Background: an optimization exercise with open tools, aiming at small area. Do not read the settings as production practice.
Function was checked by simulation only, so behaviour that the tests miss may differ from the original.
Power is estimated from default activity; no workload was simulated.

$ cat config.mk
export PLATFORM = sky130hd
export DESIGN_NAME = rename_regfile
export DESIGN_NICKNAME = rename_regfile
export VERILOG_FILES = /design/flow/design.v
export SDC_FILE = /design/flow/constraint.sdc
export NUM_CORES = 4
export LEC_CHECK = 0
export CAP_MARGIN = 0
export CORE_MARGIN = 2
export CORE_UTILIZATION = 50
export CTS_BUF_LIST = sky130_fd_sc_hd__clkbuf_8
export CTS_CLUSTER_DIAMETER = 50
export CTS_CLUSTER_SIZE = 12
export PLACE_DENSITY = 0.6
export SLEW_MARGIN = 0
export SYNTH_HIERARCHICAL = 1
$ cat design.v
package rf_pkg;
    localparam int DEF_NREG  = 32;
    localparam int DEF_XLEN  = 32;
    localparam int DEF_TAG_W = 4;
    localparam int DEF_IDX_W = $clog2(DEF_NREG);
    typedef logic [DEF_TAG_W-1:0] tag_t;
    typedef struct packed {
        logic [DEF_XLEN-1:0] v1;
        logic [DEF_XLEN-1:0] v2;
        tag_t                q1;
        tag_t                q2;
        logic                busy1;
        logic                busy2;
        tag_t                tag;
    } op_bundle_t;
endpackage
module rf_read_port
#(
    parameter int N = 32,
    parameter int W = 32,
    parameter int G = N / 3
) (
    input  logic [N-1:0]        sel,
    input  logic [N-1:0][W-1:0] data,
    output logic [W-1:0][G-1:0] t
);
    for (genvar b = 0; b < W; b++) begin : g_bit
        for (genvar g = 0; g < G; g++) begin : g_grp
            rf_aoi222 u_g (
                .a0(sel[3*g]),   .b0(data[3*g][b]),
                .a1(sel[3*g+1]), .b1(data[3*g+1][b]),
                .a2(sel[3*g+2]), .b2(data[3*g+2][b]),
                .y(t[b][g]));
        end
    end
endmodule
module rf_aoi222 (
    input  logic a0, b0, a1, b1, a2, b2,
    output logic y
);
    always_comb y = !((a0 && b0) || (a1 && b1) || (a2 && b2));
endmodule
module rf_hold
#(
    parameter int W = 32
) (
    input  logic         wr,
    input  logic         keep,
    input  logic [W-1:0] d,
    input  logic [W-1:0] q,
    output logic [W-1:0] y
);
    always_comb y = (d & {W{wr}}) | (q & {W{keep}});
endmodule
module rename_regfile
#(
    parameter int NREG  = rf_pkg::DEF_NREG,
    parameter int XLEN  = rf_pkg::DEF_XLEN,
    parameter int TAG_W = rf_pkg::DEF_TAG_W,
    parameter int IDX_W = $clog2(NREG)
) (
    input  logic             clk,
    input  logic             rst,
    input  logic             flush,
    input  logic             disp_valid,
    output logic             disp_ready,
    input  logic [IDX_W-1:0] disp_rs1,
    input  logic [IDX_W-1:0] disp_rs2,
    input  logic [IDX_W-1:0] disp_rd,
    input  logic [TAG_W-1:0] disp_tag,
    input  logic             cm_valid,
    input  logic [IDX_W-1:0] cm_rd,
    input  logic [TAG_W-1:0] cm_tag,
    input  logic [XLEN-1:0]  cm_data,
    output logic             op_valid,
    input  logic             op_ready,
    output logic [XLEN-1:0]  op_v1,
    output logic [XLEN-1:0]  op_v2,
    output logic [TAG_W-1:0] op_q1,
    output logic [TAG_W-1:0] op_q2,
    output logic             op_busy1,
    output logic             op_busy2,
    output logic [TAG_W-1:0] op_tag
);
    localparam int NR = NREG - 1;    
    logic [NR-1:0][XLEN-1:0]  value, value_d;
    logic [NR-1:0][TAG_W-1:0] tag, tag_d;
    logic [NR-1:0]            busy, wrt;
    logic [NR-1:0]            cs, we, wen, ren, renn, s1, s2, s1v, s2v;
    logic [NR-1:0][TAG_W:0]   bt;
    logic                     ld, fire, hit, tmatch, hz1, hz2;
    logic [TAG_W:0]           btc;
    logic [XLEN-1:0]          v1_d, v2_d;
    logic [TAG_W:0]           bt1_d, bt2_d;
    logic [TAG_W-1:0]         op_tag_d;
    always_comb ld = !op_valid || op_ready;
    always_comb
        for (int i = 0; i < NR; i++) begin
            cs[i]  = cm_rd == IDX_W'(i + 1);
            we[i]  = cm_valid && cs[i];
            wen[i] = !we[i];
            s1[i]  = ld && disp_rs1 == IDX_W'(i + 1);
            s2[i]  = ld && disp_rs2 == IDX_W'(i + 1);
            s1v[i] = s1[i] && wrt[i];
            s2v[i] = s2[i] && wrt[i];
            bt[i]  = {busy[i], tag[i]};
        end
    logic [TAG_W:0][9:0] tc;
    rf_read_port #(.N(NR), .W(TAG_W + 1)) u_rc (.sel(cs), .data(bt), .t(tc));
    always_comb
        for (int b = 0; b <= TAG_W; b++)
            btc[b] = !(&tc[b]) || (cs[30] && bt[30][b]);
    always_comb tmatch = btc[TAG_W-1:0] == cm_tag;
    always_comb hit = cm_valid && btc[TAG_W] && tmatch;
    always_comb hz1 = hit && disp_rs1 == cm_rd;
    always_comb hz2 = hit && disp_rs2 == cm_rd;
    always_comb disp_ready = !flush && ld && !(hz1 || hz2);
    always_comb fire = disp_valid && disp_ready;
    always_comb
        for (int i = 0; i < NR; i++) begin
            ren[i]  = fire && disp_rd == IDX_W'(i + 1);
            renn[i] = !ren[i];
        end
    logic [XLEN-1:0][9:0]  tv1, tv2;
    logic [TAG_W:0][9:0]   tt1, tt2;
    logic [NR:0][XLEN-1:0] dv1, dv2;
    logic [NR:0][TAG_W:0]  dt1, dt2;
    logic [NR:0]           sv1, sv2, st1, st2;
    always_comb begin
        sv1 = {!ld, s1v}; dv1 = {op_v1, value};
        sv2 = {!ld, s2v}; dv2 = {op_v2, value};
        st1 = {!ld, s1};  dt1 = {{op_busy1, op_q1}, bt};
        st2 = {!ld, s2};  dt2 = {{op_busy2, op_q2}, bt};
    end
    rf_read_port #(.N(NR + 1), .W(XLEN))      u_v1 (.sel(sv1), .data(dv1), .t(tv1));
    rf_read_port #(.N(NR + 1), .W(XLEN))      u_v2 (.sel(sv2), .data(dv2), .t(tv2));
    rf_read_port #(.N(NR + 1), .W(TAG_W + 1)) u_t1 (.sel(st1), .data(dt1), .t(tt1));
    rf_read_port #(.N(NR + 1), .W(TAG_W + 1)) u_t2 (.sel(st2), .data(dt2), .t(tt2));
    always_comb begin
        for (int b = 0; b < XLEN; b++) begin
            v1_d[b] = !(&tv1[b]) || (sv1[30] && dv1[30][b]) || (sv1[31] && dv1[31][b]);
            v2_d[b] = !(&tv2[b]) || (sv2[30] && dv2[30][b]) || (sv2[31] && dv2[31][b]);
        end
        for (int b = 0; b <= TAG_W; b++) begin
            bt1_d[b] = !(&tt1[b]) || (st1[30] && dt1[30][b]) || (st1[31] && dt1[31][b]);
            bt2_d[b] = !(&tt2[b]) || (st2[30] && dt2[30][b]) || (st2[31] && dt2[31][b]);
        end
    end
    rf_hold #(.W(TAG_W)) u_ot (.wr(ld), .keep(!ld), .d(disp_tag), .q(op_tag), .y(op_tag_d));
    for (genvar i = 0; i < NR; i++) begin : g_row
        rf_hold #(.W(XLEN))  u_v (.wr(we[i]), .keep(wen[i]), .d(cm_data), .q(value[i]), .y(value_d[i]));
        rf_hold #(.W(TAG_W)) u_t (.wr(ren[i]), .keep(renn[i]), .d(disp_tag), .q(tag[i]), .y(tag_d[i]));
    end
    always_ff @(posedge clk) begin
        value <= value_d;
        tag   <= tag_d;
    end
    always_ff @(posedge clk or posedge rst)
        if (rst) begin
            wrt  <= '0;
            busy <= '0;
        end else
            for (int i = 0; i < NR; i++) begin
                if (we[i]) wrt[i] <= 1'b1;
                if (flush)
                    busy[i] <= 1'b0;
                else if (ren[i])
                    busy[i] <= 1'b1;
                else if (we[i] && tmatch)
                    busy[i] <= 1'b0;
            end
    always_ff @(posedge clk or posedge rst)
        if (rst)
            op_valid <= 1'b0;
        else
            op_valid <= fire || (!flush && op_valid && !op_ready);
    always_ff @(posedge clk) begin
        op_v1    <= v1_d;
        op_v2    <= v2_d;
        op_q1    <= bt1_d[TAG_W-1:0];
        op_q2    <= bt2_d[TAG_W-1:0];
        op_busy1 <= bt1_d[TAG_W];
        op_busy2 <= bt2_d[TAG_W];
        op_tag   <= op_tag_d;
    end
endmodule
$ cat constraint.sdc
create_clock -name core_clock -period 5.5 [get_ports {clk}]
set_input_delay 1.1000 -clock core_clock [delete_from_list [all_inputs] [get_ports {clk}]]
set_output_delay 1.1000 -clock core_clock [all_outputs]
set_load 0.01 [all_outputs]
$ cat run.sh
#!/bin/bash
# synth_recipe.tcl (not shown) runs the flow's synth.tcl, then flattens the netlist and writes it again
# the make line also repeats each setting of config.mk as NAME=value (left out here)
make -C /OpenROAD-flow-scripts/flow DESIGN_CONFIG=/design/flow/config.mk WORK_HOME=/design/flow/orfs CLKGATE_MAP_FILE= SYNTH_SCRIPT=/design/flow/synth_recipe.tcl finish
==> impl_metrics.yaml, run 1 <==
floorplan:
  initial_utilization: 0.504
  fp.dieH_um: 324
  fp.dieArea_um2: 105000
  row_count: 117
  core_area_um2: 102000
  dieWidth_um: 324
  ios: 146
sta:
  setup_viol: 0
  maxSlewHeadroom: 0.194
  fin_setup_tns_ns: 0
  maxSlewViolCount: 0
  holdWs_ns: 0.451
  fmax_mhz: 188
  layout_setup_ws_ns: 0.194
  fin_skew_ns: 0.0586
  fin_crit_sh: 0.965
  hold_viol_final: 0
  rsz0062_at_grt: "false"
  tightest_slew_ns: 1.20
  min_period_ns: 5.31
yosys:
  yosys.area.top_type_share: 0.465
  synth_ff_type: "dfxtp_1"
  ys_seq_area_frac: 0.496
  avgSynthCellArea_um2: 11.5
  synthTopCellsByArea: "dfxtp_1 (47%), a22o_1 (18%), a222oi_1 (15%)"
  yosys.area.top_type: "dfxtp_1"
  syn-cell-area_um2: 51400
  synth_warnings: 10
  synth_fp_nets: 4533
  synth_edf_count: 0
  ys_ff_latch: 1257
  synth_cell_types: 45
  yosysMostFrequentCell: "dfxtp_1"
  syn_inst: 4467
  synthTopCellsByCount: "dfxtp_1 (1194), a22o_1 (1058), a222oi_1 (790), nand2_1 (250), buf_6 (187)"
  synth_async_sr_flop_share: 0.0501
placement:
  port_buffers: 145
  dp_slack_ns: -0.328
  place_congestion: 1.06
  hpwl_um: 160000
layout:
  layout-drive-gt1-share: 0.118
  final_nets: 4793
  synthToLayoutAreaGrowth_pct: 10.8
  num-fill-cells: 8988
worst_hold_path:
  min-delay-start: "value[961]$_DFF_P_"
  hold-path-endpoint: "op_v1[1]$_DFF_P_"
  hold_class: "flip-flop to flip-flop"
  hold_depth: 2
clocking:
  clock_latency_ns: 0.86
  cts_max_path_buffers: 3
  clock_sinks: 1257
  cts_tree: "yes"
  cts_root_buf: "clkbuf_8"
  cts.htree.levels: 4
  path_clk_slew_ns: 0.08
  cts_buffers: 138
setup_path:
  critPathLaunchType: "input pin"
  cpMaxStageDelayCell: "a222oi_1"
  path_class: "input pin to output pin"
  r2r_start: "tag[15]$_DFF_P_"
  cp_max_fo: 5
  endpoint_kind: "output pin"
  rr_worst_depth: 10
  worstReg2RegEnd: "tag[86]$_DFF_P_"
  critical_path_required_ns: 4.40
  cpPeakStageDelay_ns: 0.47
  r2r_slack_ns: 1.60
  path_cells: "dlygate4sd2_1 -> nor2b_1 -> nand2b_1 -> nor2_1 -> a222oi_1 -> nand4_1 -> or4_1 -> o211ai_1 -> nand4_2 -> a2111oi_4 -> nor3_1 -> dlymetal6s2s_1"
  cp.arrival_ns: 4.21
drt:
  wire_per_inst_um: 39.0
  vias: 49035
  dr.pass1.iters: 13
  drt_iter0_drc: 11071
  vias_per_cell: 7.95
  route.detailed.drc: 0
  totalWireLength_um: 241000
  ant_nets: 0
grt:
  globalRouteOverflowTotal: 0
  grt_max_degree: 51
  grt_pass1_vias: 45215
  grt_pass1_wl_um: 336000
  grtUsageTotal: 0.432
  antenna_found_initial: 14
run_status:
  outcome: "no timing/DRC/antenna violations"
power:
  ir_drop_mv: 0.220
  p_per_area_nw_per_um2: 379
  total_leakage_power_nw: 23.2
job:
  cap_violations: 0
==> per-module statistics from Yosys, one instance, submodules excluded, a selection <==
module | flip-flops and latches | copies in the design | cells inside | area [um^2]
rf_aoi222 | 0 | 790 | 1 | 10.0
rename_regfile | 1257 | 1 | 2371 | 31500
==> critical path: cells and delay by family <==
kind	cells	cell delay [ns]
AND/OR/NAND/NOR	7	1.49
AO/OA/AOI/OAI	3	1.10
buffers and inverters	2	0.51
==> area by class of cell <==
type	count	area [um^2]	share of cell area
antenna	4	10.0	0.000176
clock buffer	164	2260	0.0397
clock inverter	48	453	0.00796
inverter	35	131	0.00231
multi-input combinational	2885	23200	0.408
sequential	1257	25500	0.448
tap	1368	1710	0.0301
timing repair buffer	410	3650	0.0643
==> layer usage <==
metal | track usage | vias to the layer above | wire (um)
met5 | 0 | - | 112
li1 | - | 20049 | -
met1 | 0.548 | 24079 | 87900
met4 | 0.323 | 18 | 20500
met3 | 0.0995 | 813 | 28700
met2 | 0.643 | 4076 | 103000
==> metrics by stage <==
stage | cells | cell area [um^2] | util | total power [mW]
after global placement | 5953 | 54100 | 0.531 | 15.0
after global routing | 6168 | 56900 | 0.558 | 22.2
after floorplan | 4467 | 51400 | - | 13.7
after detailed placement | 5953 | 54100 | 0.531 | 15.0
after CTS | 6167 | 56900 | 0.558 | 21.4
final | 6171 | 56900 | 0.558 | 21.6
==> kinds of logic after synthesis <==
kind of cell / Yosys count / share of synthesized area
buf+inv: 325 / 0.0540
simple gates: 814 / 0.0792
flops: 1257 / 0.496
xor+xnor: 10 / 0.00171
compound gates: 2061 / 0.369
==> registers in the layout (all words and copies together), names as in the netlist <==
register  count
op_busy1      1
tag         124
op_v1        32
op_tag        4
op_q2         4
value       992
op_valid      1
wrt          31
op_v2        32
op_busy2      1
busy         31
op_q1         4
==> layout by cell type (no fill, tap or decap), types with 52 or more instances in the layout <==
cell type,synthesis,layout
clkbuf_8,0,164
dfrtp_1,63,63
a22o_1,1058,1058
a2111oi_0,52,52
nor2_1,126,126
dfxtp_1,1194,1194
a22o_2,62,62
clkdlybuf4s50_1,0,139
a222oi_1,790,790
nand2_1,250,236
nand4_1,167,167
buf_4,39,247
inv_1,34,53
==> worst max-delay path by stage <==
stage,from,to,cells after the start
final,cm_rd[4],disp_ready,12
after floorplan,cm_rd[0],disp_ready,14
after global placement,cm_rd[2],disp_ready,12
after CTS,cm_rd[0],disp_ready,13
after global routing,cm_rd[4],disp_ready,12
after detailed placement,cm_rd[1],disp_ready,12
==> power by group <==
group	switching (mW)	internal (mW)
Combinational	1.25	1.47
Clock	3.49	3.04
Sequential	1.51	10.8
Total	6.25	15.3
==> what timing repair did <==
action                                  4_1_cts  5_1_grt
pin swaps                                     5       11
setup buffers                                 2        0
resized for setup                            10        4
hold buffers                                  0        0
endpoints found under the setup margin        1        1
==> inputs of run 2 (changes only) <==
==> flow/run.sh (new file) <==
#!/bin/bash
# Standard layout, with smaller port buffers and a clock tree without dummy loads.
set -euo pipefail
bash standard.sh \
  'BUFFER_PORTS_ARGS=-buffer_cell sky130_fd_sc_hd__buf_1' \
  'CTS_ARGS=-sink_clustering_enable -repair_clock_nets -dont_use_dummy_load -sink_clustering_size 12 -sink_clustering_max_diameter 50 -buf_list {sky130_fd_sc_hd__clkbuf_8}' \
  finish > flow_standard.log 2>&1
==> standard.sh (new file) <==
#!/bin/bash
# synth_recipe.tcl (not shown) runs the flow's synth.tcl, then flattens the netlist and writes it again
# the make line also repeats each setting of config.mk as NAME=value (left out here)
make -C /OpenROAD-flow-scripts/flow DESIGN_CONFIG=/design/flow/config.mk WORK_HOME=/design/flow/orfs CLKGATE_MAP_FILE= SYNTH_SCRIPT=/design/flow/synth_recipe.tcl "${@:-finish}"
removed: run.sh
==> impl_metrics.yaml, run 2 <==
power:
  ir_drop_mv: 0.234
  p_int_mw: 14.3
  total_power_mw: 20.3
  swShare: 0.294
  pwr-share-comb: 0.125
  seqPwrFrac: 0.606
  p_per_area_nw_per_um2: 372
  clockPowerShare: 0.268
  power_switching_mw: 5.97
  total_leakage_power_nw: 22.0
placement:
  port_buffers: 145
  hpwl_um: 157000
  place_congestion: 1.04
sta:
  fin_setup_tns_ns: 0
  tightest_slew_ns: 1.24
  min_period_ns: 5.29
  rsz0062_at_grt: "false"
  setup_viol: 0
  maxSlewHeadroom: 0.169
  fin_crit_sh: 0.961
  fin_skew_ns: 0.0731
  hold_viol_final: 0
  fmax_mhz: 189
  maxSlewViolCount: 0
clocking:
  cts_max_path_buffers: 3
  cts.htree.levels: 4
  cts_root_buf: "clkbuf_8"
  cts_buffers: 138
  clock_latency_ns: 0.88
  cts_setup_buffers: 0
  cts_tree: "yes"
  path_clk_slew_ns: 0.08
  cts_hold_buf: 0
  clock_sinks: 1257
yosys:
  synth_cell_types: 45
  ys_seq_area_frac: 0.496
  synth_ff_type: "dfxtp_1"
  yosys.area.top_type: "dfxtp_1"
  synth_async_sr_flop_share: 0.0501
  synth_warnings: 10
  synthTopCellsByCount: "dfxtp_1 (1194), a22o_1 (1058), a222oi_1 (790), nand2_1 (250), buf_6 (187)"
  avgSynthCellArea_um2: 11.5
  yosysMostFrequentCell: "dfxtp_1"
  yosys.area.top_type_share: 0.465
  synth_fp_nets: 4533
  synthTopCellsByArea: "dfxtp_1 (47%), a22o_1 (18%), a222oi_1 (15%)"
  syn_inst: 4467
  ys_ff_latch: 1257
  syn-cell-area_um2: 51400
  synth_edf_count: 0
drt:
  vias_per_cell: 8.06
  route.detailed.drc: 0
  totalWireLength_um: 243000
  wire_per_inst_um: 40.4
  met1_length_um: 88600
  dr.pass1.iters: 17
  drt_iter0_drc: 11218
  ant_nets: 0
  wl_met3_um: 30000
  wl_met2_um: 104000
  vias: 48501
  highest_layer: "met5"
setup_path:
  startpoint: "cm_rd[2]"
  critPathLaunchType: "input pin"
  worstReg2RegEnd: "op_v1[3]$_DFF_P_"
  endpoint_kind: "output pin"
  path_class: "input pin to output pin"
  r2r_start: "op_valid$_DFF_PP0_"
  cp_max_fo: 12
  r2r_slack_ns: 1.53
  critical_path_required_ns: 4.40
  rr_worst_depth: 10
  cp.arrival_ns: 4.19
grt:
  antenna_found_initial: 15
  grt_max_degree: 73
  grt_pass1_wl_um: 339000
  grtUsageTotal: 0.438
  grt_pass1_vias: 44996
  globalRouteOverflowTotal: 0
layout:
  synthToLayoutAreaGrowth_pct: 6.25
  largest_reg_flops: 992
  final_common_cell: "dfxtp_1"
  layout-drive-gt1-share: 0.0989
  largest-register: "value"
  top_regs: "value (992), tag (124)"
  final_nets: 4711
  final_cell_mix: "dfxtp_1 (1194), a22o_1 (1058), a222oi_1 (790)"
floorplan:
  ios: 146
  fp.dieH_um: 324
  core_area_um2: 102000
  dieWidth_um: 324
  row_count: 117
  initial_utilization: 0.504
  fp.dieArea_um2: 105000
job:
  cap_violations: 0
worst_hold_path:
  hold_class: "input pin to asynchronous set/reset pin"
run_status:
  outcome: "no timing/DRC/antenna violations"
## run 2: repair_timing
item                                   in CTS  in global routing
endpoints found under the hold margin       0                  0
resized for setup                           0                  3
setup endpoints to repair                   0                  1
## run 2: cells by family (layout without fill, tap and decap cells)
logic type / Yosys count / count (layout) / synth area share
AND/OR/NAND/NOR: 814 / 814 / 0.0792
XOR/XNOR: 10 / 10 / 0.00171
flip-flops: 1257 / 1257 / 0.496
AO/OA/AOI/OAI: 2061 / 2061 / 0.369
other: 0 / 6 / 0
buffers and inverters: 325 / 501 / 0.0540
## run 2: per-layer routing
layer,vias up,track usage
met5,-,0
met3,868,0.112
met2,4080,0.648
met1,23725,0.551
li1,19814,-
met4,14,0.325
## run 2: worst max-delay path by stage
stage                     slack, ns    endpoint
after floorplan                0.35  disp_ready
after global placement         0.20  disp_ready
after detailed placement       0.17  disp_ready
after CTS                      0.17  disp_ready
after global routing           0.03  disp_ready
final                          0.21  disp_ready
## run 2: stage by stage
stage | hold WS (ns) | std cells | cell area [um^2] | utilization | worst slack, ns
floorplan | 0.435 | 4467 | 51400 | - | 0.353
global placement | 0.448 | 5873 | 52600 | 0.517 | 0.201
detailed placement | 0.449 | 5873 | 52600 | 0.517 | 0.167
CTS | 0.380 | 6011 | 54500 | 0.535 | 0.171
global route | 0.427 | 6015 | 54600 | 0.535 | 0.0330
finish | 0.387 | 6017 | 54600 | 0.536 | 0.213
## run 2: layout make-up
class,instances,area (um^2)
tap,1368,1710
fill,9153,47300
multi-input combinational,2885,23200
antenna,6,15.0
inverter,35,131
timing repair buffer,328,2130
clock buffer,138,1900
sequential,1257,25500
## run 2: per-module statistics from Yosys, one instance, submodules excluded, excerpt
module	cells inside	copies in the design	area, um^2	flip-flops and latches
rename_regfile	2371	1	31500	1257
rf_aoi222	1	790	10.0	0
## run 2: worst max-delay path: stages
cell and delay [ns]:
clkbuf_2 0.19, nor2b_1 0.22, nand2b_1 0.19, nor2_1 0.14
a222oi_1 0.52, nand4_1 0.26, or4_1 0.51, o211ai_1 0.22
nand4_2 0.15, a2111oi_4 0.41, nor3_1 0.10, buf_1 0.16
## run 2: power by group through the flow
stage          Sequential [mW]  Clock, mW  Combinational [mW]
6_report                  12.3       5.45                2.54
5_1_grt                   12.5       5.82                2.69
4_1_cts                   12.2       5.48                2.47
3_5_place_dp              12.4          0                2.47
3_3_place_gp              12.4          0                2.39
2_1_floorplan             12.0          0                1.73
==> inputs of run 3 (changes only) <==
--- a/design.v
+++ b/design.v
@@ -24,21 +24,29 @@
     input  logic [N-1:0][W-1:0] data,
     output logic [W-1:0][G-1:0] t
 );
+    logic [G-1:0][W-1:0] tg;
+    for (genvar g = 0; g < G; g++) begin : g_grp
+        rf_aoi222 #(.W(W)) u_g (
+            .a0(sel[3*g]),   .b0(data[3*g]),
+            .a1(sel[3*g+1]), .b1(data[3*g+1]),
+            .a2(sel[3*g+2]), .b2(data[3*g+2]),
+            .y(tg[g]));
+    end
     for (genvar b = 0; b < W; b++) begin : g_bit
-        for (genvar g = 0; g < G; g++) begin : g_grp
-            rf_aoi222 u_g (
-                .a0(sel[3*g]),   .b0(data[3*g][b]),
-                .a1(sel[3*g+1]), .b1(data[3*g+1][b]),
-                .a2(sel[3*g+2]), .b2(data[3*g+2][b]),
-                .y(t[b][g]));
+        for (genvar g = 0; g < G; g++) begin : g_t
+            assign t[b][g] = tg[g][b];
         end
     end
 endmodule
-module rf_aoi222 (
-    input  logic a0, b0, a1, b1, a2, b2,
-    output logic y
+module rf_aoi222
+#(
+    parameter int W = 32
+) (
+    input  logic         a0, a1, a2,
+    input  logic [W-1:0] b0, b1, b2,
+    output logic [W-1:0] y
 );
-    always_comb y = !((a0 && b0) || (a1 && b1) || (a2 && b2));
+    always_comb y = ~((b0 & {W{a0}}) | (b1 & {W{a1}}) | (b2 & {W{a2}}));
 endmodule
 module rf_hold
 #(
@@ -107,9 +115,9 @@
         end
     logic [TAG_W:0][9:0] tc;
     rf_read_port #(.N(NR), .W(TAG_W + 1)) u_rc (.sel(cs), .data(bt), .t(tc));
-    always_comb
-        for (int b = 0; b <= TAG_W; b++)
-            btc[b] = !(&tc[b]) || (cs[30] && bt[30][b]);
+    for (genvar b = 0; b <= TAG_W; b++) begin : g_cb
+        assign btc[b] = !(&tc[b]) || (cs[30] && bt[30][b]);
+    end
     always_comb tmatch = btc[TAG_W-1:0] == cm_tag;
     always_comb hit = cm_valid && btc[TAG_W] && tmatch;
     always_comb hz1 = hit && disp_rs1 == cm_rd;
@@ -136,15 +144,13 @@
     rf_read_port #(.N(NR + 1), .W(XLEN))      u_v2 (.sel(sv2), .data(dv2), .t(tv2));
     rf_read_port #(.N(NR + 1), .W(TAG_W + 1)) u_t1 (.sel(st1), .data(dt1), .t(tt1));
     rf_read_port #(.N(NR + 1), .W(TAG_W + 1)) u_t2 (.sel(st2), .data(dt2), .t(tt2));
-    always_comb begin
-        for (int b = 0; b < XLEN; b++) begin
-            v1_d[b] = !(&tv1[b]) || (sv1[30] && dv1[30][b]) || (sv1[31] && dv1[31][b]);
-            v2_d[b] = !(&tv2[b]) || (sv2[30] && dv2[30][b]) || (sv2[31] && dv2[31][b]);
-        end
-        for (int b = 0; b <= TAG_W; b++) begin
-            bt1_d[b] = !(&tt1[b]) || (st1[30] && dt1[30][b]) || (st1[31] && dt1[31][b]);
-            bt2_d[b] = !(&tt2[b]) || (st2[30] && dt2[30][b]) || (st2[31] && dt2[31][b]);
-        end
+    for (genvar b = 0; b < XLEN; b++) begin : g_vb
+        assign v1_d[b] = !(&tv1[b]) || (sv1[30] && dv1[30][b]) || (sv1[31] && dv1[31][b]);
+        assign v2_d[b] = !(&tv2[b]) || (sv2[30] && dv2[30][b]) || (sv2[31] && dv2[31][b]);
+    end
+    for (genvar b = 0; b <= TAG_W; b++) begin : g_tb
+        assign bt1_d[b] = !(&tt1[b]) || (st1[30] && dt1[30][b]) || (st1[31] && dt1[31][b]);
+        assign bt2_d[b] = !(&tt2[b]) || (st2[30] && dt2[30][b]) || (st2[31] && dt2[31][b]);
     end
     rf_hold #(.W(TAG_W)) u_ot (.wr(ld), .keep(!ld), .d(disp_tag), .q(op_tag), .y(op_tag_d));
     for (genvar i = 0; i < NR; i++) begin : g_row
==> flow/run.sh (replaced) <==
#!/bin/bash
# Standard layout, with smaller port buffers and a clock tree of clkbuf_8 without dummy loads.
set -euo pipefail
bash standard.sh \
  'BUFFER_PORTS_ARGS=-buffer_cell sky130_fd_sc_hd__buf_1' \
  'CTS_ARGS=-sink_clustering_enable -repair_clock_nets -dont_use_dummy_load -sink_clustering_size 16 -sink_clustering_max_diameter 50 -buf_list {sky130_fd_sc_hd__clkbuf_8}' \
  finish > flow_standard.log 2>&1
==> config.mk (replaced) <==
export PLATFORM = sky130hd
export DESIGN_NAME = rename_regfile
export DESIGN_NICKNAME = rename_regfile
export VERILOG_FILES = /design/flow/design.v
export SDC_FILE = /design/flow/constraint.sdc
export NUM_CORES = 4
export LEC_CHECK = 0
export CAP_MARGIN = 0
export CORE_MARGIN = 2
export CORE_UTILIZATION = 58
export PLACE_DENSITY = 0.68
export SLEW_MARGIN = 0
export SYNTH_HIERARCHICAL = 1
==> impl_metrics.yaml, run 3 <==
run_status:
  outcome: "no timing/DRC/antenna violations"
sta:
  setup_viol: 0
  min_period_ns: 5.31
  hold_viol_final: 0
  fin_skew_ns: 0.0860
  fmax_mhz: 188
  maxSlewViolCount: 0
  maxSlewHeadroom: 0.119
  fin_crit_sh: 0.965
  fin_setup_tns_ns: 0
  tightest_slew_ns: 1.32
  rsz0062_at_grt: "false"
yosys:
  yosys.area.top_type_share: 0.451
  syn-cell-area_um2: 53000
  yosysMostFrequentCell: "dfxtp_1"
  synthTopCellsByCount: "dfxtp_1 (1194), a22o_1 (1058), a222oi_1 (790), buf_6 (307), nand2_1 (250)"
  yosys.area.top_type: "dfxtp_1"
  synth_fp_nets: 4713
  ys_ff_latch: 1257
  avgSynthCellArea_um2: 11.4
  synth_edf_count: 0
  syn_inst: 4647
  synthTopCellsByArea: "dfxtp_1 (45%), a22o_1 (17%), a222oi_1 (15%)"
  ys_seq_area_frac: 0.481
  synth_async_sr_flop_share: 0.0501
  synth_cell_types: 45
  synth_ff_type: "dfxtp_1"
  synth_warnings: 11
layout:
  largest_reg_flops: 992
  final_cell_mix: "dfxtp_1 (1194), a22o_1 (1058), a222oi_1 (790)"
  layout-drive-gt1-share: 0.103
  synthToLayoutAreaGrowth_pct: 2.30
  instances_no_fill: 5837
  final_core_util: 0.601
  final_common_cell: "dfxtp_1"
  final_nets: 4718
  top_regs: "value (992), tag (124)"
  largest-register: "value"
clocking:
  path_clk_slew_ns: 0.08
  cts_max_path_buffers: 3
  cts_tree: "yes"
  cts.htree.levels: 4
  clock_latency_ns: 0.87
  cts_buffers: 132
  cts_root_buf: "clkbuf_8"
  clock_sinks: 1257
worst_hold_path:
  hold_class: "flip-flop to flip-flop"
  hold-path-endpoint: "op_v2[27]$_DFF_P_"
  min-delay-start: "value[987]$_DFF_P_"
  hold_depth: 2
setup_path:
  cp_common_cell: "buf_1"
  cpPeakStageDelay_ns: 0.47
  endpoint_kind: "output pin"
  critical-path-top-delay-family: "simple AND/OR/NAND/NOR gates"
  cp.arrival_ns: 4.21
  rr_worst_depth: 10
  critical_path_required_ns: 4.40
  worstReg2RegEnd: "op_v1[24]$_DFF_P_"
  path_class: "input pin to output pin"
  path_cells: "buf_1 -> buf_4 -> nor2b_1 -> nand2b_1 -> nor2_1 -> a222oi_1 -> nand4_1 -> or4_1 -> o211ai_1 -> nand4_2 -> a2111oi_4 -> nor3_1 -> buf_1"
  worst-path-buf-inv: 3
  critPathLaunchType: "input pin"
  r2r_start: "op_valid$_DFF_PP0_"
  cp_max_fo: 8
  r2r_slack_ns: 1.44
  cpMaxStageDelayCell: "or4_1"
power:
  total_power_mw: 20.1
  seqPwrFrac: 0.610
  ir_drop_mv: 0.271
  swShare: 0.293
  power_switching_mw: 5.91
  p_per_area_nw_per_um2: 371
  total_leakage_power_nw: 22.0
  clockPowerShare: 0.264
  p_int_mw: 14.2
  pwr-share-comb: 0.126
grt:
  grt_pass1_vias: 45947
  grt_pass1_wl_um: 331000
  grtUsageMet1: 0.626
  grt_use_met2: 0.665
  grtUsageTotal: 0.479
  grt_max_degree: 64
  antenna_found_initial: 16
  met3_usage: 0.200
  globalRouteOverflowTotal: 0
  top_usage_layer: "met2"
drt:
  route.detailed.drc: 0
  drt_iter0_drc: 13521
  vias: 50156
  ant_nets: 0
  wire_per_inst_um: 40.5
  totalWireLength_um: 236000
  vias_per_cell: 8.59
  dr.pass1.iters: 17
placement:
  port_buffers: 145
  placed_cells: 5694
  hpwl_um: 147000
  place_congestion: 1.02
floorplan:
  row_count: 110
  initial_utilization: 0.587
  fp.dieH_um: 306
  fp.dieArea_um2: 93800
  ios: 146
  dieWidth_um: 306
  core_area_um2: 90300
job:
  cap_violations: 0
[run 3: cell count changes in the layout (fill, tap and decap cells not counted), sizes merged]
| cell | change |
|---|---|
| inv | -1 |
| clkinv | +1 |
| clkbuf | -12 |
| diode | +5 |
| buf | +19 |
[run 3: how the worst max path moves through the flow]
stage | from | to | slack, ns | cells after the start
after floorplan | cm_rd[0] | disp_ready | 0.37 | 14
after global placement | cm_rd[2] | disp_ready | 0.26 | 13
after detailed placement | cm_rd[2] | disp_ready | 0.22 | 13
after CTS | cm_rd[2] | disp_ready | 0.21 | 13
after global routing | cm_rd[4] | disp_ready | 0.06 | 13
final | cm_rd[4] | disp_ready | 0.19 | 13
[run 3: cells by family after synthesis]
logic type / Yosys count / synth area share
xor+xnor: 10 / 0.00165
simple gates: 814 / 0.0768
buf+inv: 505 / 0.0835
compound gates: 2061 / 0.357
flops: 1257 / 0.481
[run 3: metrics by stage]
stage	area, um^2	setup slack, ns	hold slack (ns)
final	54200	0.194	0.454
after global routing	54200	0.0582	0.473
after CTS	54200	0.209	0.458
after detailed placement	52400	0.220	0.448
after global placement	52400	0.257	0.446
after floorplan	53000	0.374	0.435
[run 3: tightest hold or removal path: stages (launching register included)]
cell	delay (ns)
dfxtp_1	0.33
nand2_1	0.06
nand2_1	0.04
[run 3: layout make-up]
cell class | instances | area [um^2]
tap | 1176 | 1470
antenna | 11 | 27.5
clock buffer | 132 | 1820
sequential | 1257 | 25500
timing repair buffer | 341 | 2070
multi-input combinational | 2885 | 23200
fill | 7646 | 36100
inverter | 35 | 133
[run 3: repair_timing]
item / CTS / global route
resized for setup: 0 / 1
hold buffers: 0 / 0
setup endpoints to repair: 0 / 1
setup buffers: 0 / 0
hold endpoints to repair: 0 / 0
[run 3: metal layers]
metal  wire, um  vias up
li1           -    19824
met1      86000    24354
met2      94500     4904
met3      40600     1060
met4      15000       14
met5         87        -
[run 3: power groups by stage]
stage                     Sequential, mW  Clock, mW  Combinational [mW]
after floorplan                     12.0          0                1.74
after global routing                12.5       5.64                2.67
final                               12.3       5.31                2.54
after detailed placement            12.4          0                2.42
after CTS                           12.2       5.27                2.43
after global placement              12.4          0                2.34
==> inputs of run 4 (changes only) <==
==> flow/run.sh (replaced) <==
#!/bin/bash
# Standard layout, with smaller port buffers and a clock tree of clkbuf_4 without dummy loads.
set -euo pipefail
bash standard.sh \
  'BUFFER_PORTS_ARGS=-buffer_cell sky130_fd_sc_hd__buf_1' \
  'CTS_ARGS=-sink_clustering_enable -repair_clock_nets -dont_use_dummy_load -sink_clustering_size 8 -sink_clustering_max_diameter 40 -buf_list {sky130_fd_sc_hd__clkbuf_4}' \
  finish > flow_standard.log 2>&1
==> impl_metrics.yaml, run 4 <==
run_status:
  outcome: "no timing/DRC/antenna violations"
placement:
  post_dp_cell_area_um2: 52400
  port_buffers: 145
  hpwl_um: 147000
  placed_cells: 5694
  dp_slack_ns: 0.220
  place_congestion: 1.02
setup_path:
  critical_path_required_ns: 4.40
  path_cells: "buf_1 -> buf_4 -> nor2b_1 -> nand2b_1 -> nor2_1 -> a222oi_1 -> nand4_1 -> or4_1 -> o211ai_1 -> nand4_2 -> a2111oi_4 -> nor3_1 -> buf_1"
  worst-path-buf-inv: 3
  cp.arrival_ns: 4.20
  path_class: "input pin to output pin"
  critPathLaunchType: "input pin"
  critical-path-top-delay-family: "simple AND/OR/NAND/NOR gates"
  cp_max_fo: 8
  cpMaxStageDelayCell: "or4_1"
  cp_common_cell: "buf_1"
  cpPeakStageDelay_ns: 0.46
  endpoint_kind: "output pin"
floorplan:
  row_count: 110
  dieWidth_um: 306
  fp.dieArea_um2: 93800
  core_area_um2: 90300
  initial_utilization: 0.587
  ios: 146
  fp.dieH_um: 306
yosys:
  syn_inst: 4647
  syn-cell-area_um2: 53000
  ys_ff_latch: 1257
  synthTopCellsByCount: "dfxtp_1 (1194), a22o_1 (1058), a222oi_1 (790), buf_6 (307), nand2_1 (250)"
  yosys.area.top_type: "dfxtp_1"
  synth_cell_types: 45
  yosys.area.top_type_share: 0.451
  synth_warnings: 11
  synth_fp_nets: 4713
  avgSynthCellArea_um2: 11.4
  ys_seq_area_frac: 0.481
  synth_edf_count: 0
  yosysMostFrequentCell: "dfxtp_1"
  synth_async_sr_flop_share: 0.0501
  synth_ff_type: "dfxtp_1"
  synthTopCellsByArea: "dfxtp_1 (45%), a22o_1 (17%), a222oi_1 (15%)"
sta:
  tightest_slew_ns: 1.32
  fmax_mhz: 189
  fin_setup_tns_ns: 0
  setup_viol: 0
  layout_setup_ws_ns: 0.197
  min_period_ns: 5.30
  hold_viol_final: 0
  holdWs_ns: 0.0803
  maxSlewViolCount: 0
  maxSlewHeadroom: 0.122
  rsz0062_at_grt: "false"
  fin_skew_ns: 0.0982
  fin_crit_sh: 0.964
layout:
  final_nets: 4775
  final_cell_mix: "dfxtp_1 (1194), a22o_1 (1058), a222oi_1 (790)"
  synthToLayoutAreaGrowth_pct: 1.59
  largest-register: "value"
  final_core_util: 0.596
  layout-drive-gt1-share: 0.114
  top_regs: "value (992), tag (124)"
  final_common_cell: "dfxtp_1"
  instances_no_fill: 5903
  largest_reg_flops: 992
  num-fill-cells: 7703
  final_area_um2: 53800
power:
  p_int_mw: 13.7
  ir_drop_mv: 0.250
  total_leakage_power_nw: 21.9
  pwr-share-comb: 0.130
  clockPowerShare: 0.243
  swShare: 0.303
  total_power_mw: 19.6
  p_per_area_nw_per_um2: 364
  power_switching_mw: 5.94
  seqPwrFrac: 0.627
grt:
  grt_pass1_wl_um: 331000
  antenna_found_initial: 26
  globalRouteOverflowTotal: 0
  grt_max_degree: 64
  grtUsageTotal: 0.480
  grt_pass1_vias: 46295
worst_hold_path:
  hold_class: "input pin to asynchronous set/reset pin"
clocking:
  cts_tree: "yes"
  cts.htree.levels: 4
  cts_root_buf: "clkbuf_4"
  cts_max_path_buffers: 3
  clock_sinks: 1257
  cts_buffers: 189
  path_clk_slew_ns: 0.08
  clock_latency_ns: 1.26
drt:
  totalWireLength_um: 237000
  vias: 50370
  dr.pass1.iters: 15
  vias_per_cell: 8.53
  ant_nets: 0
  wire_per_inst_um: 40.2
  route.detailed.drc: 0
  drt_iter0_drc: 12859
job:
  cap_violations: 0
## run 4: changes by cell type in the layout (fill, tap and decap cells not counted), sizes merged
cell / change
clkbuf: +57
diode: +9
## run 4: kinds of logic (layout without fill, tap and decap cells)
| logic type | count (synthesis) | count (layout) | synth area share |
|---|---|---|---|
| simple gates | 814 | 814 | 0.0768 |
| flops | 1257 | 1257 | 0.481 |
| xor+xnor | 10 | 10 | 0.00165 |
| compound gates | 2061 | 2061 | 0.357 |
| other cells | 0 | 20 | 0 |
| buf+inv | 505 | 565 | 0.0835 |
## run 4: what timing repair did
item / in CTS / in global routing
resized for setup: 0 / 1
buffers inserted: 0 / 0
setup endpoints to repair: 0 / 1
hold buffers: 0 / 0
## run 4: tightest hold or removal path, stage by stage
cell and delay, ns:
buf_1 0.08, inv_2 0.04, buf_4 0.65
## run 4: power by group through the flow
stage | combinational [mW] | clock (mW) | sequential [mW]
2_1_floorplan | 1.74 | 0 | 12.0
5_1_grt | 2.67 | 5.11 | 12.4
4_1_cts | 2.42 | 4.71 | 12.2
3_5_place_dp | 2.42 | 0 | 12.4
3_3_place_gp | 2.34 | 0 | 12.4
6_report | 2.54 | 4.77 | 12.3
## run 4: per-layer routing
layer,share of wire,vias up,track usage
met5,0.00061,-,0
met4,0.063,22,0.269
met3,0.18,1081,0.205
met2,0.40,5034,0.663
met1,0.36,24238,0.625
li1,-,19995,-
## run 4: area by class of cell
cell class              count  area (um^2)  share of cell area
diodes                     20         50.0            0.000929
clock buffers             189         1420              0.0263
inverters                  35          133             0.00246
multi-input cells        2885        23200               0.431
flip-flops and latches   1257        25500               0.473
well taps                1176         1470              0.0273
repair buffers            341         2070              0.0385
## run 4: worst paths after layout
path | from | endpoint | slack (ns) | cells past startpoint
max | cm_rd[4] | disp_ready | 0.20 | 13
max reg2reg | op_valid$_DFF_PP0_ | op_v1[24]$_DFF_P_ | 1.39 | 10
min in group core_clock | flush | busy[3]$_DFFE_PP0P_ | 0.34 | 3
min | rst | wrt[26]$_DFFE_PP0P_ | 0.08 | 3
min reg2reg | value[966]$_DFF_P_ | op_v2[6]$_DFF_P_ | 0.44 | 2
max in group asynchronous | rst | busy[11]$_DFFE_PP0P_ | 4.73 | 3
==> inputs of run 5 (changes only) <==
==> flow/run.sh (replaced) <==
#!/bin/bash
# Standard layout, with smaller port buffers and a clock tree of large leaf buffers without dummy loads.
set -euo pipefail
bash standard.sh \
  'BUFFER_PORTS_ARGS=-buffer_cell sky130_fd_sc_hd__buf_1' \
  'CTS_ARGS=-sink_clustering_enable -repair_clock_nets -dont_use_dummy_load -sink_clustering_size 28 -sink_clustering_max_diameter 100 -buf_list {sky130_fd_sc_hd__clkbuf_16}' \
  finish > flow_standard.log 2>&1
--- a/config.mk
+++ b/config.mk
@@ -7,7 +7,7 @@
 export LEC_CHECK = 0
 export CAP_MARGIN = 0
 export CORE_MARGIN = 2
-export CORE_UTILIZATION = 58
-export PLACE_DENSITY = 0.68
+export CORE_UTILIZATION = 52
+export PLACE_DENSITY = 0.62
 export SLEW_MARGIN = 0
 export SYNTH_HIERARCHICAL = 1
==> impl_metrics.yaml, run 5 <==
run_status:
  outcome: "no timing/DRC/antenna violations"
power:
  p_per_area_nw_per_um2: 360
  p_int_mw: 13.8
  pwr-share-comb: 0.130
  total_leakage_power_nw: 21.6
  clockPowerShare: 0.238
  seqPwrFrac: 0.632
  power_switching_mw: 5.68
  swShare: 0.292
  ir_drop_mv: 0.326
placement:
  dp_slack_ns: 0.145
  port_buffers: 145
  place_congestion: 0.985
  placed_cells: 5868
  hpwl_um: 152000
grt:
  grt_use_met2: 0.622
  top_usage_layer: "met2"
  grt_pass1_vias: 44742
  grt_pass1_wl_um: 340000
  grtUsageTotal: 0.449
  grt_max_degree: 64
  met3_usage: 0.158
  globalRouteOverflowTotal: 0
  antenna_found_initial: 24
  grtUsageMet1: 0.602
layout:
  instances_no_fill: 5930
  top_regs: "value (992), tag (124)"
  layout-drive-gt1-share: 0.0877
  final_nets: 4619
  largest-register: "value"
  final_common_cell: "dfxtp_1"
  final_cell_mix: "dfxtp_1 (1194), a22o_1 (1058), a222oi_1 (790)"
  final_core_util: 0.531
  synthToLayoutAreaGrowth_pct: 1.72
  largest_reg_flops: 992
drt:
  drt_iter0_drc: 12957
  totalWireLength_um: 247000
  vias_per_cell: 8.38
  route.detailed.drc: 0
  wire_per_inst_um: 41.6
  dr.pass1.iters: 15
  vias: 49688
  ant_nets: 0
yosys:
  yosys.area.top_type: "dfxtp_1"
  synth_ff_type: "dfxtp_1"
  synthTopCellsByCount: "dfxtp_1 (1194), a22o_1 (1058), a222oi_1 (790), buf_6 (307), nand2_1 (250)"
  synth_warnings: 11
  avgSynthCellArea_um2: 11.4
  synthTopCellsByArea: "dfxtp_1 (45%), a22o_1 (17%), a222oi_1 (15%)"
  synth_fp_nets: 4713
  syn-cell-area_um2: 53000
  yosysMostFrequentCell: "dfxtp_1"
  yosys.area.top_type_share: 0.451
  synth_cell_types: 45
  syn_inst: 4647
  synth_edf_count: 0
  synth_async_sr_flop_share: 0.0501
  ys_seq_area_frac: 0.481
  ys_ff_latch: 1257
setup_path:
  cp_common_cell: "nand2_1"
  cp_max_fo: 10
  cpMaxStageDelayCell: "or4_1"
  cp.arrival_ns: 4.20
  cpPeakStageDelay_ns: 0.53
  endpoint_kind: "output pin"
  critPathLaunchType: "input pin"
  path_cells: "clkbuf_2 -> buf_4 -> nand2_1 -> nor2_1 -> and2_1 -> a222oi_1 -> nand2_1 -> or4_1 -> o211ai_1 -> nand4_2 -> a2111oi_4 -> nor3_1 -> buf_1"
  critical_path_required_ns: 4.40
  path_class: "input pin to output pin"
sta:
  maxSlewViolCount: 0
  setup_viol: 0
  fin_crit_sh: 0.964
  hold_viol_final: 0
  rsz0062_at_grt: "false"
  fmax_mhz: 189
  layout_setup_ws_ns: 0.198
  maxSlewHeadroom: 0.0866
  min_period_ns: 5.30
  fin_skew_ns: 0.0685
  tightest_slew_ns: 1.37
  fin_setup_tns_ns: 0
  holdWs_ns: 0.301
clocking:
  cts_tree: "yes"
  cts_root_buf: "clkbuf_16"
  cts_buffers: 51
  clock_sinks: 1257
  cts_max_path_buffers: 3
  cts.htree.levels: 2
  cts_setup_buffers: 0
  path_clk_slew_ns: 0.10
  clock_latency_ns: 0.72
worst_hold_path:
  hold_class: "input pin to asynchronous set/reset pin"
floorplan:
  initial_utilization: 0.522
  row_count: 117
  core_area_um2: 101000
  fp.dieH_um: 323
  dieWidth_um: 323
  ios: 146
  fp.dieArea_um2: 105000
job:
  cap_violations: 0
-- run 5: metrics by stage --
step                      area (um^2)  power, mW
final                           53900       19.4
after global routing            53900       20.0
after CTS                       53900       19.2
after detailed placement        52600       14.8
after global placement          52600       14.7
after floorplan                 53000       13.7
-- run 5: critical path, delay by kind of cell --
kind	cells	cell delay (ns)
AND/OR/NAND/NOR	7	1.50
AO/OA/AOI/OAI	3	1.02
buffers and inverters	3	0.58
-- run 5: kinds of logic (layout without fill, tap and decap cells) --
logic type | count (synthesis) | after routing | synth area share
other | 0 | 11 | 0
and+or+nand+nor | 814 | 814 | 0.0768
AOI/OAI and AO/OA | 2061 | 2061 | 0.357
xor gates and xnor gates | 10 | 10 | 0.00165
DFF | 1257 | 1257 | 0.481
buffers and inverters | 505 | 409 | 0.0835
-- run 5: path summary, 6_finish.rpt --
check	startpoint	endpoint	slack [ns]	depth (start not counted)
setup / recovery	cm_rd[2]	disp_ready	0.20	13
hold / removal	rst	busy[30]$_DFFE_PP0P_	0.30	2
hold reg to reg	value[964]$_DFF_P_	op_v1[4]$_DFF_P_	0.46	2
min in group core_clock	value[964]$_DFF_P_	op_v1[4]$_DFF_P_	0.46	2
setup reg to reg	op_valid$_DFF_PP0_	op_v2[29]$_DFF_P_	1.53	10
max in group asynchronous	rst	busy[13]$_DFFE_PP0P_	4.08	3
-- run 5: area by class of cell --
class	instances	area (um^2)
Fill cell	9007	47500
Multi-Input combinational cell	2885	23200
Sequential cell	1257	25500
Antenna cell	11	27.5
Tap cell	1368	1710
Inverter	35	133
Clock buffer	51	1280
Timing Repair Buffer	323	2040
-- run 5: power groups by stage --
stage          clock, mW  sequential [mW]  combinational [mW]
6_report            4.63             12.3                2.53
5_1_grt             4.90             12.4                2.66
4_1_cts             4.61             12.2                2.43
3_5_place_dp           0             12.4                2.43
2_1_floorplan          0             12.0                1.74
3_3_place_gp           0             12.4                2.36
-- run 5: routing by layer --
layer / routed length (um) / vias to the layer above
li1: - / 19639
met1: 92500 / 24342
met2: 99300 / 4751
met3: 38800 / 920
met4: 15900 / 36
met5: 232 / -
-- run 5: repair_timing --
item,4_1_cts,5_1_grt
hold buffers,0,0
endpoints found under the setup margin,0,1
gates resized for setup,0,3
==> inputs of run 6 (changes only) <==
--- a/design.v
+++ b/design.v
@@ -93,8 +93,9 @@
     localparam int NR = NREG - 1;    
     logic [NR-1:0][XLEN-1:0]  value, value_d;
     logic [NR-1:0][TAG_W-1:0] tag, tag_d;
-    logic [NR-1:0]            busy, wrt;
-    logic [NR-1:0]            cs, we, wen, ren, renn, s1, s2, s1v, s2v;
+    logic [NR-1:0]            busy;
+    logic [NR-1:0]            cs, we, keep, ren, renn, s1, s2;
+    logic                     first;
     logic [NR-1:0][TAG_W:0]   bt;
     logic                     ld, fire, hit, tmatch, hz1, hz2;
     logic [TAG_W:0]           btc;
@@ -106,11 +107,9 @@
         for (int i = 0; i < NR; i++) begin
             cs[i]  = cm_rd == IDX_W'(i + 1);
             we[i]  = cm_valid && cs[i];
-            wen[i] = !we[i];
-            s1[i]  = ld && disp_rs1 == IDX_W'(i + 1);
-            s2[i]  = ld && disp_rs2 == IDX_W'(i + 1);
-            s1v[i] = s1[i] && wrt[i];
-            s2v[i] = s2[i] && wrt[i];
+            keep[i] = !we[i] && !first;
+            s1[i]  = ld && !first && disp_rs1 == IDX_W'(i + 1);
+            s2[i]  = ld && !first && disp_rs2 == IDX_W'(i + 1);
             bt[i]  = {busy[i], tag[i]};
         end
     logic [TAG_W:0][9:0] tc;
@@ -135,8 +134,8 @@
     logic [NR:0][TAG_W:0]  dt1, dt2;
     logic [NR:0]           sv1, sv2, st1, st2;
     always_comb begin
-        sv1 = {!ld, s1v}; dv1 = {op_v1, value};
-        sv2 = {!ld, s2v}; dv2 = {op_v2, value};
+        sv1 = {!ld, s1}; dv1 = {op_v1, value};
+        sv2 = {!ld, s2}; dv2 = {op_v2, value};
         st1 = {!ld, s1};  dt1 = {{op_busy1, op_q1}, bt};
         st2 = {!ld, s2};  dt2 = {{op_busy2, op_q2}, bt};
     end
@@ -154,7 +153,7 @@
     end
     rf_hold #(.W(TAG_W)) u_ot (.wr(ld), .keep(!ld), .d(disp_tag), .q(op_tag), .y(op_tag_d));
     for (genvar i = 0; i < NR; i++) begin : g_row
-        rf_hold #(.W(XLEN))  u_v (.wr(we[i]), .keep(wen[i]), .d(cm_data), .q(value[i]), .y(value_d[i]));
+        rf_hold #(.W(XLEN))  u_v (.wr(we[i]), .keep(keep[i]), .d(cm_data), .q(value[i]), .y(value_d[i]));
         rf_hold #(.W(TAG_W)) u_t (.wr(ren[i]), .keep(renn[i]), .d(disp_tag), .q(tag[i]), .y(tag_d[i]));
     end
     always_ff @(posedge clk) begin
@@ -163,11 +162,9 @@
     end
     always_ff @(posedge clk or posedge rst)
         if (rst) begin
-            wrt  <= '0;
             busy <= '0;
         end else
             for (int i = 0; i < NR; i++) begin
-                if (we[i]) wrt[i] <= 1'b1;
                 if (flush)
                     busy[i] <= 1'b0;
                 else if (ren[i])
@@ -175,6 +172,11 @@
                 else if (we[i] && tmatch)
                     busy[i] <= 1'b0;
             end
+    always_ff @(posedge clk or posedge rst)
+        if (rst)
+            first <= 1'b1;
+        else
+            first <= 1'b0;
     always_ff @(posedge clk or posedge rst)
         if (rst)
             op_valid <= 1'b0;
==> impl_metrics.yaml, run 6 <==
yosys:
  syn-cell-area_um2: 51600
  synth_compound_area_frac: 0.369
  synth_top_family_by_area: "compound AO/OA/AOI/OAI gates"
  synthTopCellsByArea: "dfxtp_1 (46%), a22o_1 (18%), a222oi_1 (15%)"
  yosys.area_share.simple: 0.0668
  synthAdderAreaFrac: 0
  synth_cell_types: 47
  synth_ff_type: "dfxtp_1"
  ys_seq_area_frac: 0.479
  syn_inst: 4501
  synth_fp_nets: 4567
  yosys.area.top_type: "dfxtp_1"
  synth_async_sr_flop_share: 0.0269
  synth-xor-area-share: 0.00170
  avgSynthCellArea_um2: 11.5
  synth_mux_area_frac: 0
  synth_warnings: 11
  yosysMostFrequentCell: "dfxtp_1"
  synthTopCellsByCount: "dfxtp_1 (1194), a22o_1 (1058), a222oi_1 (790), buf_6 (309), nand2_1 (246)"
  yosys.area.top_type_share: 0.463
  synth_edf_count: 0
  ys_ff_latch: 1227
placement:
  dp_slack_ns: 0.317
  hpwl_um: 151000
  post_dp_cell_area_um2: 52200
  port_buffers: 145
  place_congestion: 0.992
layout:
  final_area_um2: 53500
  synthToLayoutAreaGrowth_pct: 3.71
  largest-register: "value"
  final_cell_mix: "dfxtp_1 (1194), a22o_1 (1058), a222oi_1 (790)"
  top_regs: "value (992), tag (124)"
  largest_reg_flops: 992
  final_core_util: 0.544
  final_common_cell: "dfxtp_1"
  layout-drive-gt1-share: 0.106
  final_nets: 4515
setup_path:
  critical_path_required_ns: 4.40
  cp_common_cell: "buf_1"
  startpoint: "cm_rd[3]"
  cpPeakStageDelay_ns: 0.58
  critical-path-top-delay-family: "simple AND/OR/NAND/NOR gates"
  cp.arrival_ns: 4.26
  path_class: "input pin to output pin"
  r2r_start: "op_valid$_DFF_PP0_"
  worst-path-buf-inv: 2
  endpoint_kind: "output pin"
  cpMaxStageDelayCell: "a222oi_1"
  crit_path_end: "disp_ready"
  worstReg2RegEnd: "op_v2[15]$_DFF_P_"
  critPathLaunchType: "input pin"
  path_cells: "buf_1 -> nand2b_1 -> nor2_1 -> a222oi_1 -> nand4_1 -> or4_1 -> o211ai_1 -> nand4_2 -> nor4_4 -> nor3_1 -> buf_1"
  cp.depth: 11
  rr_worst_depth: 9
  r2r_slack_ns: 1.73
  cp_max_fo: 9
floorplan:
  fp.dieH_um: 319
  fp.dieArea_um2: 102000
  dieWidth_um: 319
  initial_utilization: 0.524
  row_count: 115
  ios: 146
  core_area_um2: 98400
grt:
  grt_pass1_vias: 45208
  grt_pass1_wl_um: 339000
  antenna_found_initial: 15
  globalRouteOverflowTotal: 0
  grt_max_degree: 76
  grtUsageTotal: 0.457
clocking:
  cts_setup_buffers: 0
  cts_max_path_buffers: 3
  cts.htree.levels: 2
  clock_latency_ns: 0.73
  cts_resized: 0
  clock_sinks: 1227
  cts_hold_buf: 0
  cts_root_buf: "clkbuf_16"
  path_clk_slew_ns: 0.11
  cts_tree: "yes"
  cts_buffers: 50
drt:
  route.detailed.drc: 0
  vias: 49037
  vias_per_cell: 8.53
  totalWireLength_um: 245000
  dr.pass1.iters: 15
  wire_per_inst_um: 42.6
  ant_nets: 0
  drt_iter0_drc: 13127
sta:
  maxSlewViolCount: 0
  maxSlewHeadroom: 0.0335
  hold_viol_final: 0
  setup_viol: 0
  layout_setup_ws_ns: 0.139
  fmax_mhz: 187
  fin_crit_sh: 0.975
  fin_skew_ns: 0.0791
  fin_setup_tns_ns: 0
  min_period_ns: 5.36
  rsz0062_at_grt: "false"
  tightest_slew_ns: 1.45
power:
  total_leakage_power_nw: 19.1
  p_per_area_nw_per_um2: 280
  total_power_mw: 15.0
  ir_drop_mv: 0.236
job:
  cap_violations: 0
worst_hold_path:
  hold_class: "flip-flop to flip-flop"
run_status:
  outcome: "no timing/DRC/antenna violations"
run 6: cell types whose count changed in the layout (fill, tap and decap cells not counted), sizes merged, moves of 30 or more:
| cell | delta |
|---|---|
| buf | +55 |
| nor2 | +55 |
| and3 | -44 |
| and2 | -31 |
| dfrtp | -31 |
| inv | -30 |
| nand2b | -30 |
| o211ai | -30 |
| o311ai | +30 |
run 6: cell families after synthesis:
family                 Yosys count
AO/OA/AOI/OAI                 2061
flip-flops                    1227
AND/OR/NAND/NOR                728
buffers and inverters          474
XOR/XNOR                        10
other                            1
run 6: metal layers:
layer  GRT usage  up-vias  routed length [um]
li1            -    19333                   -
met1       0.583    23810               89000
met2       0.652     4758               99900
met3       0.162     1120               37100
met4       0.294       16               18400
met5     0.00236        -                 120
run 6: area by class of cell:
class,count,area (um^2)
timing repair buffer,365,2400
inverter,5,20.0
fill,8679,44900
antenna,12,30.0
tap,1287,1610
sequential,1227,24700
clock buffer,50,1250
multi-input combinational,2800,23500
run 6: through the flow:
stage / cells / hold WS (ns)
after floorplan: 4501 / 0.435
after global placement: 5684 / 0.446
after detailed placement: 5684 / 0.446
after CTS: 5734 / 0.462
after global routing: 5734 / 0.478
final: 5746 / 0.462
run 6: power by group:
| part | switching (mW) | internal, mW | total, mW | leakage [nW] |
|---|---|---|---|---|
| combinational | 0.840 | 0.267 | 1.11 | 8.39 |
| clock | 2.90 | 1.64 | 4.53 | 0.616 |
| sequential | 0.262 | 9.10 | 9.36 | 10.1 |
| total | 4.00 | 11.0 | 15.0 | 19.1 |
run 6: worst min-delay path by stage:
stage / start / to / slack [ns] / depth (start not counted)
after detailed placement: value[973]$_DFF_P_ / op_v1[13]$_DFF_P_ / 0.45 / 2
after CTS: value[973]$_DFF_P_ / op_v1[13]$_DFF_P_ / 0.46 / 2
after global placement: value[974]$_DFF_P_ / op_v1[14]$_DFF_P_ / 0.45 / 2
after global routing: value[970]$_DFF_P_ / op_v2[10]$_DFF_P_ / 0.48 / 2
after floorplan: value[990]$_DFF_P_ / op_v1[30]$_DFF_P_ / 0.44 / 2
final: value[974]$_DFF_P_ / op_v2[14]$_DFF_P_ / 0.46 / 2
run 6: worst register-to-register path, stage by stage, from the launching register on:
cell and delay (ns):
dfrtp_1 0.39, nand2b_1 0.42, and2_1 0.28, nand3_1 0.32
nor2_4 1.11, buf_4 0.47, a222oi_1 0.14, nand4_1 0.44
a2111oi_0 0.11, nand2_1 0.08
==> inputs of run 7 (changes only) <==
--- a/config.mk
+++ b/config.mk
@@ -7,7 +7,7 @@
 export LEC_CHECK = 0
 export CAP_MARGIN = 0
 export CORE_MARGIN = 2
-export CORE_UTILIZATION = 52
-export PLACE_DENSITY = 0.62
+export CORE_UTILIZATION = 48
+export PLACE_DENSITY = 0.58
 export SLEW_MARGIN = 0
 export SYNTH_HIERARCHICAL = 1
==> impl_metrics.yaml, run 7 <==
run_status:
  outcome: "no timing/DRC/antenna violations"
sta:
  hold_viol_final: 0
  fin_crit_sh: 0.950
  maxSlewHeadroom: 0.0967
  setup_viol: 0
  fin_setup_tns_ns: 0
  rsz0062_at_grt: "false"
  tightest_slew_ns: 1.35
  fmax_mhz: 191
  fin_skew_ns: 0.0702
  maxSlewViolCount: 0
  min_period_ns: 5.22
setup_path:
  rr_worst_depth: 11
  cp.depth: 11
  cpPeakStageDelay_ns: 0.56
  cpMaxStageDelayCell: "a222oi_1"
  critPathLaunchType: "input pin"
  worst-path-buf-inv: 2
  critical_path_required_ns: 4.40
  startpoint: "cm_rd[0]"
  worstReg2RegEnd: "op_v1[27]$_DFF_P_"
  r2r_start: "op_valid$_DFF_PP0_"
  cp_max_fo: 6
  crit_path_end: "disp_ready"
  critical-path-top-delay-family: "simple AND/OR/NAND/NOR gates"
  endpoint_kind: "output pin"
  cp_common_cell: "buf_1"
  path_class: "input pin to output pin"
  r2r_slack_ns: 1.67
  cp.arrival_ns: 4.12
  path_cells: "buf_1 -> or2_1 -> nor2_1 -> a222oi_1 -> nand4_1 -> or4_1 -> o211ai_1 -> nand4_2 -> nor4_4 -> nor3_1 -> buf_1"
drt:
  vias_per_cell: 8.22
  dr.pass1.iters: 15
  ant_nets: 0
  wire_per_inst_um: 40.7
  route.detailed.drc: 0
  vias: 47803
  drt_iter0_drc: 12116
  totalWireLength_um: 237000
power:
  seqPwrFrac: 0.626
  total_power_mw: 15.0
  ir_drop_mv: 0.212
  p_per_area_nw_per_um2: 279
  power_switching_mw: 3.98
  p_int_mw: 11.0
  pwr-share-comb: 0.070
  swShare: 0.266
  clockPowerShare: 0.304
  total_leakage_power_nw: 19.0
clocking:
  cts_hold_buf: 0
  cts_root_buf: "clkbuf_16"
  clock_sinks: 1227
  cts_buffers: 50
  cts_max_path_buffers: 3
  clock_latency_ns: 0.72
  path_clk_slew_ns: 0.12
  cts.htree.levels: 2
  cts_tree: "yes"
placement:
  port_buffers: 145
  hpwl_um: 146000
  placed_cells: 5759
  place_congestion: 0.959
layout:
  synthToLayoutAreaGrowth_pct: 3.82
  final_common_cell: "dfxtp_1"
  final_nets: 4474
  num-fill-cells: 9742
  layout-drive-gt1-share: 0.105
  instances_no_fill: 5813
  multiInputGateArea_um2: 23500
  register_area_um2: 24700
  largest_reg_flops: 992
  top_regs: "value (992), tag (124)"
  largest-register: "value"
  final_cell_mix: "dfxtp_1 (1194), a22o_1 (1058), a222oi_1 (790)"
floorplan:
  fp.dieH_um: 332
  core_area_um2: 107000
  dieWidth_um: 332
  fp.dieArea_um2: 110000
  row_count: 120
  ios: 146
  initial_utilization: 0.483
yosys:
  synth_ff_type: "dfxtp_1"
  synth_edf_count: 0
  ys_ff_latch: 1227
  synth_cell_types: 47
  yosys.area.top_type: "dfxtp_1"
  synth_warnings: 11
  syn_inst: 4501
  synthTopCellsByArea: "dfxtp_1 (46%), a22o_1 (18%), a222oi_1 (15%)"
  syn-cell-area_um2: 51600
  synthTopCellsByCount: "dfxtp_1 (1194), a22o_1 (1058), a222oi_1 (790), buf_6 (309), nand2_1 (246)"
  synth_fp_nets: 4567
  synth_async_sr_flop_share: 0.0269
  yosys.area.top_type_share: 0.463
  ys_seq_area_frac: 0.479
  yosysMostFrequentCell: "dfxtp_1"
  avgSynthCellArea_um2: 11.5
worst_hold_path:
  hold_depth: 2
  hold_class: "flip-flop to flip-flop"
grt:
  met3_usage: 0.124
  top_usage_layer: "met2"
  grt_use_met2: 0.569
  grt_pass1_vias: 44091
  grt_pass1_wl_um: 329000
  grtUsageTotal: 0.406
  grt_max_degree: 95
  grtUsageMet1: 0.548
  globalRouteOverflowTotal: 0
  antenna_found_initial: 7
job:
  cap_violations: 0
==> run 7: layer usage <==
layer,part of all wire,vias up
met4,0.068,10
met3,0.15,790
met1,0.38,23508
met2,0.40,4253
met5,0.00030,-
li1,-,19242
==> run 7: cells by family (layout without fill, tap and decap cells) <==
group                  Yosys count  in the layout  synth area share
AO/OA/AOI/OAI                 2061           2061             0.369
flip-flops                    1227           1227             0.479
AND/OR/NAND/NOR                728            728            0.0668
buffers and inverters          474            379            0.0838
XOR/XNOR                        10             10           0.00170
other                            1              5         0.0000727
==> run 7: per-stage QoR <==
step           utilization  hold slack [ns]  cell area (um^2)  setup slack (ns)
6_report             0.501            0.457             53600             0.277
5_1_grt              0.501            0.483             53600             0.152
4_1_cts              0.501            0.464             53600             0.195
3_5_place_dp         0.489            0.448             52300             0.221
3_3_place_gp         0.489            0.448             52300             0.216
2_1_floorplan            -            0.435             51600             0.412
==> run 7: cell type report <==
cell class | instances | area share
diodes | 4 | 0.000187
clock buffers | 50 | 0.0234
inverters | 5 | 0.000374
multi-input cells | 2800 | 0.438
flip-flops and latches | 1227 | 0.462
well taps | 1403 | 0.0328
repair buffers | 324 | 0.0435
==> run 7: repair_timing <==
| action | in CTS | in global routing |
|---|---|---|
| resized for setup | 0 | 4 |
| buffers inserted | 0 | 0 |
| endpoints found under the setup margin | 0 | 1 |
==> run 7: how the worst min path moves through the flow <==
stage,start,to,slack [ns]
after floorplan,value[990]$_DFF_P_,op_v1[30]$_DFF_P_,0.44
after global placement,value[964]$_DFF_P_,op_v2[4]$_DFF_P_,0.45
after detailed placement,value[974]$_DFF_P_,op_v1[14]$_DFF_P_,0.45
after CTS,value[981]$_DFF_P_,op_v1[21]$_DFF_P_,0.46
after global routing,value[969]$_DFF_P_,op_v2[9]$_DFF_P_,0.48
final,value[981]$_DFF_P_,op_v1[21]$_DFF_P_,0.46
==> run 7: power by group through the flow <==
stage / clock network, mW / registers (mW) / logic, mW
6_report: 4.55 / 9.36 / 1.05
4_1_cts: 4.54 / 9.34 / 1.00
5_1_grt: 4.83 / 9.38 / 1.06
3_3_place_gp: 0 / 9.55 / 0.994
2_1_floorplan: 0 / 9.44 / 0.530
3_5_place_dp: 0 / 9.54 / 0.998
==> run 7: worst reg2reg max path: stages, from the launching register on <==
cell and delay [ns]:
dfrtp_1 0.40, nand2b_1 0.38, clkinv_2 0.41, nor2_1 0.36, nand3_1 0.38, nor2_4 0.87, buf_4 0.31, buf_4 0.21
a222oi_1 0.13, nand4_1 0.17, a2111oi_0 0.09, nand2_1 0.09

==> separate check: timing with driven ports <==
In the flow no input, the clock included, has a driving cell. The finished layouts below were timed again as built, in two steps.
Step 1 assumes that a clkbuf_16 drives the clock port and a buf_2 every other input.
Step 2 moves the port delays by t, midway between the first and last clock arrival at a register: inputs arrive t later, outputs are due t later. That takes back most of the time a late clock gives input paths.
a / b / c = ideal / step 1 / step 2; a / b = the first two.
| run | t, ns | setup slack, ns | hold WS [ns] | slew at the worst register clock pin (ns) | worst slew at a driven data input, ns |
|---|---|---|---|---|---|
| run 1 | 0.911 | 0.194 / 0.177 / 0.085 | 0.451 / 0.451 / 0.451 | 0.09 / 0.09 | 0.06 |
| run 2 | 0.910 | 0.213 / 0.182 / 0.182 | 0.387 / 0.336 / 0.409 | 0.09 / 0.09 | 0.12 |
| run 3 | 0.903 | 0.194 / 0.145 / 0.145 | 0.454 / 0.431 / 0.454 | 0.11 / 0.11 | 0.11 |
| run 4 | 1.287 | 0.197 / 0.143 / 0.143 | 0.080 / 0.027 / 0.440 | 0.11 / 0.11 | 0.11 |
| run 5 | 0.762 | 0.198 / 0.157 / 0.157 | 0.301 / 0.252 / 0.456 | 0.12 / 0.12 | 0.12 |
| run 6 | 0.770 | 0.139 / 0.116 / 0.116 | 0.462 / 0.462 / 0.462 | 0.12 / 0.12 | 0.21 |
| run 7 | 0.766 | 0.277 / 0.255 / 0.255 | 0.457 / 0.452 / 0.457 | 0.12 / 0.12 | 0.15 |
After both steps every run listed still meets setup and hold. For run 1, which loses most, drivers alone change the setup slack by -0.017 ns; drivers and shift together by -0.109 ns.
